This is an optimization exercise on Yosys and OpenROAD, whose aim is small area and few clock cycles per item, not a production implementation.
No functional check of the RTL was part of any run shown here.

## flow/design.v (module list and top-level ports; edited modules follow where they fit)
// module dsp_mac_pipe: 1019 lines
module dsp_mac_pipe (
  input  logic               CLK,
  input  logic               RSTN,
  input  logic               IN_VALID,
  output logic               IN_READY,
  input  logic signed [17:0] A,
  input  logic signed [17:0] B,
  input  logic signed [17:0] D,
  input  logic signed [47:0] C,
  input  logic [3:0]         OPMODE,
  output logic               OUT_VALID,
  input  logic               OUT_READY,
  output logic signed [47:0] P,
  output logic               CARRYOUT,
  output logic               OVERFLOW
);
  // ...
==> flow/flow/run.sh <==
#!/bin/bash
# The standard ORFS layout (the standard.sh), with these changes:
# - the port buffers that global placement inserts on every input and output
#   are sky130_fd_sc_hd__buf_1 instead of the tool's default pick; timing
#   repair still resizes any of them that need more drive;
# - Yosys's synth runs without its early "abc -fast" pass, so the full adders
#   that ORFS extracts keep the polarity the RTL writes them in (the final ABC
#   mapping and everything else are unchanged);
# - clock tree synthesis uses smaller clock buffers, larger sink clusters and
#   no dummy loads.
set -euo pipefail
bash standard.sh "BUFFER_PORTS_ARGS=-buffer_cell sky130_fd_sc_hd__buf_1" "SYNTH_ARGS=-noabc" \
  "CTS_ARGS=-sink_clustering_enable -repair_clock_nets -buf_list {sky130_fd_sc_hd__clkbuf_4 sky130_fd_sc_hd__clkbuf_8} -sink_clustering_size 30 -sink_clustering_max_diameter 100 -dont_use_dummy_load" \
  finish > standard.log 2>&1
==> flow/standard.sh <==
#!/bin/bash
# synth_recipe.tcl (not shown) runs the flow's synth.tcl, then flattens the netlist and writes it again
# the make line also repeats each setting of config.mk as NAME=value (left out here)
make -C /OpenROAD-flow-scripts/flow DESIGN_CONFIG=/design/flow/config.mk WORK_HOME=/design/flow/orfs CLKGATE_MAP_FILE= SYNTH_SCRIPT=/design/flow/synth_recipe.tcl "${@:-finish}"
==> flow/config.mk <==
export PLATFORM = sky130hd
export DESIGN_NAME = dsp_mac_pipe
export DESIGN_NICKNAME = dsp_mac_pipe
export VERILOG_FILES = /design/flow/design.v
export SDC_FILE = /design/flow/constraint.sdc
export NUM_CORES = 4
export LEC_CHECK = 0
export CAP_MARGIN = 20
export CORE_MARGIN = 2
export CORE_UTILIZATION = 40
export SLEW_MARGIN = 20
==> flow/constraint.sdc <==
create_clock -name core_clock -period 7.0 [get_ports {CLK}]
set_input_delay 1.4000 -clock core_clock [delete_from_list [all_inputs] [get_ports {CLK}]]
set_output_delay 1.4000 -clock core_clock [all_outputs]
set_load 0.01 [all_outputs]
==> results.ini, run 1 <==
[synthesis]
synth_edf_count=137
synth-main-ff-cell=edfxtp_1
synth_common_cells=206 x xnor2_1, 172 x fa_1, 144 x a22oi_1, 137 x edfxtp_1, 94 x ha_1
ys_ff_latch=143
yosys.area_share.simple_pct=6.480

[setup_path]
reg2reg_to=ovf_q
rrSetupSlack_ns=0.35
cp-start-kind=register
required_ns=7.24
end_kind=register
crit_chain=nand2b_1, o21ai_1, buf_4, a22oi_1, xnor2_1, fa_1, fa_1, fa_1, fa_1, fa_1, ha_1, nand3_2, or3_1, nand4b_1, nand3_2, a211oi_4, o22ai_2, a311o_1, nor4_1, a311o_1
crit_type=reg2reg

[placement]
dp_cells=1987

[cells_and_area]
regArea_um2=4264
numSequentialCells=143
synthToLayoutAreaGrowth_pct=9.834
fin_area_um2=16840
layout.nets=1871

[die]
rows=71

[routing]
routed_via_density=5.406
route.met3.wl_um=2286

[global_route]
antenna_found_initial=0
grt_pass1_wl_um=63250

[outcome]
status=complete, no violations

[cts]
numCtsBuffers=17

[sta]
fin_tns_setup_ns=0

==> run 2, diff against run 1 <==
--- a/flow/design.v
+++ b/flow/design.v
@@ -159,19 +159,21 @@
   always_comb begin
     for (int i = 0; i < 9; i++) begin
       one[i] = a_ext[2*i+1] ^ a_ext[2*i];
       two[i] = ((a_ext[2*i+2] & ~a_ext[2*i+1] & ~a_ext[2*i]) |
                        (~a_ext[2*i+2] & a_ext[2*i+1] & a_ext[2*i]));
       neg[i] = v1_q & (a_ext[2*i+2] ^ op1_q[1]);
     end
   end
+  logic [18:0] pre_v;
   logic [19:0] pre2, pre1;
-  assign pre1 = {pre[18], pre};
-  assign pre2 = {pre, 1'b0};
+  assign pre_v = pre & {19{v1_q}};
+  assign pre1 = {pre_v[18], pre_v};
+  assign pre2 = {pre_v, 1'b0};
   logic [19:0] y0, y1, y2, y3, y4, y5, y6, y7, y8;
   assign y0 = (({20{one[0]}} & pre1) | ({20{two[0]}} & pre2)) ^ {20{neg[0]}};
   assign y1 = (({20{one[1]}} & pre1) | ({20{two[1]}} & pre2)) ^ {20{neg[1]}};
   assign y2 = (({20{one[2]}} & pre1) | ({20{two[2]}} & pre2)) ^ {20{neg[2]}};
   assign y3 = (({20{one[3]}} & pre1) | ({20{two[3]}} & pre2)) ^ {20{neg[3]}};
   assign y4 = (({20{one[4]}} & pre1) | ({20{two[4]}} & pre2)) ^ {20{neg[4]}};
   assign y5 = (({20{one[5]}} & pre1) | ({20{two[5]}} & pre2)) ^ {20{neg[5]}};
   assign y6 = (({20{one[6]}} & pre1) | ({20{two[6]}} & pre2)) ^ {20{neg[6]}};
==> run 2 against run 1 <==
Still clean on timing, DRC and antenna. Sequential share of layout area shrank 0.25 points. Hold slack got worse by 0.0052 ns. Via count rose by 2.3%. Largest cell class unchanged.
==> results.ini, run 2 <==
[outcome]
status=complete, no violations

[cts]
cts_tree=done
clk_latency_ns=0.52
cts.reportedPaths.clkPinSlew_ns=0.09
cts_hold_buf=0
cts_buffer_depth=2
htree_levels=4
cts_root_buf=clkbuf_8
numClockSinks=143
numCtsBuffers=17  ; unchanged

[global_route]
gr-usage-all-layers_pct=21.33
grtUsageMet3_pct=3.734
grt.overflow.total=0
met1_usage_pct=30.40
grt_pass1_wl_um=65780  ; +4.0%
antenna_found_initial=1  ; +1
grt_max_degree=66
grt-busiest-layer=met2
use_met2_pct=32.38
grt_pass1_vias=11430

[setup_path]
end_kind=register
reg2reg_depth=20
cp-start-kind=register
rrSetupSlack_ns=0.57  ; +0.22 ns
crit_path_start=op1_q[1]
crit_type=reg2reg
required_ns=7.28  ; +0.04 ns
arrival_ns=6.71
r2r_start=op1_q[1]
reg2reg_to=ovf_q
crit_fanout=16
setup.worst_path.end=ovf_q

[die]
dieWidth_um=200.8
initial_core_util_pct=40.27
dieArea_um2=40320
rows=72  ; +1.4%
core_um2=38470
io_pins=162
die_h_um=200.8

[placement]
hpwl_um=33290
io_buffers=161
place.gp.congestion=0.9291

[sta]
fin_crit_ns=6.432
rsz0062_at_grt=no
slew-limit-headroom_pct=36.84
finalSetupViolCount=0
worst_pin_slew_ns=0.9474
skew_ns=0.03270
min_period_over_period_pct=91.89
finalHoldViolCount=0
holdWs_ns=0.5459
fmax_mhz=155.5
fin_tns_setup_ns=0  ; unchanged
slew_violations=0

[hold_path]
hp-class=reg2reg

[synthesis]
synth_area_um2=15490
synthesis.nets=1767
synth_common_cells=222 x xnor2_1, 172 x fa_1, 137 x edfxtp_1, 109 x o22ai_1, 94 x ha_1
yosysWarnings=1
synthCells=1391
ys_ff_latch=143  ; unchanged
ys_types=72
yosys.area.top_type_share_pct=26.55
synth-main-ff-cell=edfxtp_1
netlist.top_cell.by_area=edfxtp_1
synthTopCellsByArea=edfxtp_1 27%, fa_1 22%, xnor2_1 13%
ys_seq_area_share_pct=27.52
synth_edf_count=137  ; unchanged
synthArstFlopShare_pct=4.196
syn_area_per_cell_um2=11.14
synth_most_common_cell=xnor2_1

[cells_and_area]
top_regs=c1_q x48, r_q x48, pre1_q x19
n_antenna_cell=0
synthToLayoutAreaGrowth_pct=9.797  ; about the same
final_common_cell=xnor2_1
drive_gt1_share_pct=8.005
layout.nets=1902  ; +1.7%
final_cell_mix=222 x xnor2_1, 172 x fa_1, 161 x buf_1

[flow_run]
maxCapViolations=0

[routing]
wl_um=41650
wl_per_cell_um=20.39
drc=0
drt-initial-drc-count=831
routed_via_density=5.429  ; +0.41%
vias=11090
ant_nets=0
dr.pass1.iters=6

run 2: critical path, cell delays in order, from the launching register on:
cell and delay (ns):
edfxtp_1 0.71, xor2_1 0.30, nand2_1 0.10, inv_2 0.13
buf_4 0.30, xnor2_1 0.31, ha_1 0.34, fa_1 0.41
fa_1 0.46, fa_1 0.54, fa_1 0.42, ha_1 0.42
a21oi_4 0.19, o21ai_1 0.12, a221oi_2 0.33, o211ai_1 0.13
buf_4 0.18, nand4_2 0.14, a21oi_4 0.09, o31a_1 0.28
o31a_1 0.28
run 2: metal layers:
layer  vias up  wire, um
met3        62      2734
met2       397     18280
met1      5447     19290
met5         -        18
met4         2      1327
li1       5177         -
run 2: area by class of cell:
class | count | area (um^2)
clock buffers | 17 | 234.0
multi-input cells | 1082 | 10600
fillers | 3676 | 21460
repair buffers | 216 | 1017
flip-flops and latches | 143 | 4265
well taps | 518 | 648.1
inverters | 66 | 247.7
run 2: timing repair:
item | CTS | global route
resized for setup | 0 | 1
setup buffers | 0 | 1
endpoints found under the setup margin | 0 | 8
hold endpoints to repair | 0 | 0
run 2: cells by family (layout without fill, tap and decap cells):
kind of cell	Yosys count	after routing	synth area share [%]
and+or+nand+nor	215	215	7.398
AOI/OAI and AO/OA	289	289	12.91
DFF	143	143	27.52
adders and majority gates	267	267	29.88
buffers and inverters	166	299	4.135
muxes	48	48	3.287
xor gates and xnor gates	263	263	14.87
run 2: worst min path at each step:
stage               startpoint  cells after the start  endpoint  slack (ns)
finish                cnt_q[2]                      1  cnt_q[2]        0.55
global route          cnt_q[2]                      1  cnt_q[2]        0.59
CTS                   cnt_q[2]                      1  cnt_q[2]        0.55
detailed placement    cnt_q[2]                      1  cnt_q[2]        0.54
global placement      cnt_q[2]                      1  cnt_q[2]        0.53
floorplan             cnt_q[2]                      1  cnt_q[2]        0.50
run 2: stage by stage:
stage	setup slack, ns	instances	area (um^2)	util (%)
global route	0.2293	2042	17010	44.22
finish	0.5678	2042	17010	44.22
CTS	0.1776	2041	17000	44.20
detailed placement	0.1655	2024	16770	43.59
global placement	0.2806	2024	16770	43.59
floorplan	0.7394	1391	15490	-
==> run 3, diff against run 2 <==
--- a/flow/config.mk
+++ b/flow/config.mk
@@ -9,3 +9,4 @@
 export CORE_MARGIN = 2
 export CORE_UTILIZATION = 40
+export GPL_TIMING_DRIVEN = 0
 export SLEW_MARGIN = 20
==> run 3 against run 2 <==
First-iteration DRC count decreased by 6.4%. Wire length grew 9.0%. Sequential share of layout area is 0.21 points lower. Die area stayed put. Synthesized area stayed put. Synthesized cell count unchanged. Non-clock buffer count rose by 45. Still clean on timing, DRC and antenna. Largest cell class unchanged.
==> results.ini, run 3 <==
[synthesis]
synthArstFlopShare_pct=4.196  ; unchanged
synth_most_common_cell=xnor2_1
ys_seq_area_share_pct=27.52  ; unchanged
synth_edf_count=137  ; unchanged
netlist.top_cell.by_area=edfxtp_1
ys_types=72  ; unchanged
synthCells=1391  ; unchanged
ys_ff_latch=143  ; unchanged
synthesis.nets=1767  ; unchanged
synthTopCellsByArea=edfxtp_1 27%, fa_1 22%, xnor2_1 13%
yosys.area.top_type_share_pct=26.55  ; unchanged
syn_area_per_cell_um2=11.14  ; unchanged
yosysWarnings=1  ; unchanged
synth_area_um2=15490  ; unchanged
synth_common_cells=222 x xnor2_1, 172 x fa_1, 137 x edfxtp_1, 109 x o22ai_1, 94 x ha_1
synth-main-ff-cell=edfxtp_1

[routing]
routed_via_density=5.396  ; -0.59%
wl_per_cell_um=21.74  ; +6.6%
wl_um=45380  ; +9.0%
vias=11260  ; +1.6%
ant_nets=0  ; unchanged
drt-initial-drc-count=778  ; -6.4%
drc=0  ; unchanged
dr.pass1.iters=5  ; -1

[setup_path]
required_ns=7.26  ; -0.02 ns
crit_type=reg2reg
critPathTopFamily=adder cells
critPathMaxStageDelay_ns=0.58  ; -0.13 ns
crit_slowest_cell=fa_1
arrival_ns=6.92  ; +0.21 ns
path_buf_inv=4  ; +1
end_kind=register
cp-start-kind=register
crit_chain=clkbuf_1, nor2b_1, a21oi_2, clkbuf_1, o22ai_1, xnor2_1, fa_1, fa_1, fa_1, fa_1, ha_1, buf_6, a21oi_4, o21ai_1, a221oi_2, o211ai_1, buf_4, nand4_2, a21oi_4, o31a_1, o31a_1
crit_top_cell=fa_1
crit_fanout=10  ; -6

[sta]
holdWs_ns=0.5499  ; +0.004026 ns
worst_pin_slew_ns=0.9066  ; -0.04079 ns
min_period_over_period_pct=95.13  ; +3.2 points
slew_violations=0  ; unchanged
fin_ws_ns=0.3407  ; -0.2271 ns
fmax_mhz=150.2  ; -3.4%
fin_tns_setup_ns=0  ; unchanged
finalSetupViolCount=0  ; unchanged
finalHoldViolCount=0  ; unchanged
skew_ns=0.03063  ; -0.002069 ns
fin_crit_ns=6.659  ; +0.2271 ns
slew-limit-headroom_pct=39.56  ; +2.7 points

[cells_and_area]
n_antenna_cell=0  ; unchanged
layout.nets=1947  ; +2.4%
fin_cells=2087  ; +2.2%
drive_gt1_share_pct=6.501  ; -1.5 points
regArea_um2=4264  ; about the same
top_regs=c1_q x48, r_q x48, pre1_q x19
finish.utilization_pct=44.58  ; +0.36 points
synthToLayoutAreaGrowth_pct=10.69
final_common_cell=xnor2_1
multi_input_area_um2=10680  ; +0.74%
n_fill_cell=3741  ; +1.8%
final_cell_mix=219 x xnor2_1, 172 x fa_1, 160 x buf_1
fin_area_um2=17150  ; +0.82%

[die]
core_um2=38470  ; unchanged
rows=72  ; unchanged
initial_core_util_pct=40.27  ; unchanged
dieWidth_um=200.8  ; unchanged
dieArea_um2=40320  ; unchanged
io_pins=162  ; unchanged
die_h_um=200.8  ; unchanged

[global_route]
grt_pass1_wl_um=70040  ; +6.5%
antenna_found_initial=0  ; -1
gr-usage-all-layers_pct=23.21  ; +1.9 points
grt_pass1_vias=11670  ; +2.1%
grt_max_degree=35  ; -47%
grt.overflow.total=0  ; unchanged

[cts]
htree_levels=4  ; unchanged
cts_buffer_depth=2  ; unchanged
cts.reportedPaths.clkPinSlew_ns=0.09  ; about the same
cts_root_buf=clkbuf_8
numCtsBuffers=17  ; unchanged
cts_tree=done
clk_latency_ns=0.51  ; about the same
numClockSinks=143  ; unchanged

[placement]
io_buffers=160  ; -0.62%
post-place-ws_ns=-1.145  ; -1.310 ns
hpwl_um=37810  ; +14%
dp_cells=2072  ; +2.4%
place.gp.congestion=0.9341  ; +0.54%
place_area_um2=16810  ; +0.27%

[outcome]
status=complete, no violations

[flow_run]
maxCapViolations=0  ; unchanged

[hold_path]
hp-class=reg2reg

[run 3: cell counts after synthesis]
Identical to the previous run, type by type.
[run 3: area by class of cell]
cell class	instances	area share [%]
tap	518	3.779
timing repair buffer	164	3.896
inverter	66	1.459
multi-input combinational	1082	62.26
clock buffer	17	1.364
buffer	97	2.379
sequential	143	24.87
[run 3: routing by layer]
metal / global-route usage [%] / share of wire [%] / wire [um] / vias to the layer above
li1: - / - / - / 5272
met1: 33.17 / 47 / 21210 / 5559
met2: 36.24 / 45 / 20600 / 388
met3: 4.432 / 6.3 / 2877 / 43
met4: 6.190 / 1.5 / 689 / 0
met5: 0 / 0 / 0 / -
[run 3: logic make-up after synthesis]
family	Yosys count	synth area share, %
adder cells (fa/ha/maj)	267	29.88
AO/OA/AOI/OAI	289	12.91
AND/OR/NAND/NOR	215	7.398
XOR/XNOR	263	14.87
multiplexers	48	3.287
buffers and inverters	166	4.135
flip-flops	143	27.52
[run 3: path summary, 6_finish.rpt]
kind                       depth (start not counted)  endpoint  slack, ns  startpoint
max in group asynchronous                          1  cnt_q[0]       5.96        RSTN
hold reg to reg                                    1  cnt_q[2]       0.55    cnt_q[2]
setup / recovery                                  21     ovf_q       0.34     a1_q[9]
hold / removal                                     1  cnt_q[2]       0.55    cnt_q[2]
setup reg to reg                                  21     ovf_q       0.34     a1_q[9]
min in group asynchronous                          1  cnt_q[3]       0.78        RSTN
[run 3: timing repair]
action | in CTS | in global routing
hold buffers | 0 | 0
resized for setup | 9 | 33
pin swaps | 1 | 0
endpoints found under the setup margin | 29 | 26
setup buffers | 1 | 0

## afterwards: timing with drivers on the ports
Ports are ideal in the flow. The routed layouts listed here were re-timed in OpenROAD. Step 1: set_driving_cell puts a clkbuf_16 on CLK and a buf_2 on each other input, an assumption about the parent block. Step 2 times the ports against the registers' clock, not the clock port: input delays grow and output delays shrink by t, the midpoint of the rising clock arrivals with the driver on. a / b / c = ideal ports / drivers / drivers and shift; a / b = the first two.
run	shift t [ns]	slack for setup (ns)	worst setup path at the end
run 1	0.537	0.349 / 0.349 / 0.349	register to register
run 2	0.551	0.568 / 0.568 / 0.568	register to register
run 3	0.548	0.341 / 0.341 / 0.341	register to register
After both steps setup and hold are still met in every run listed.
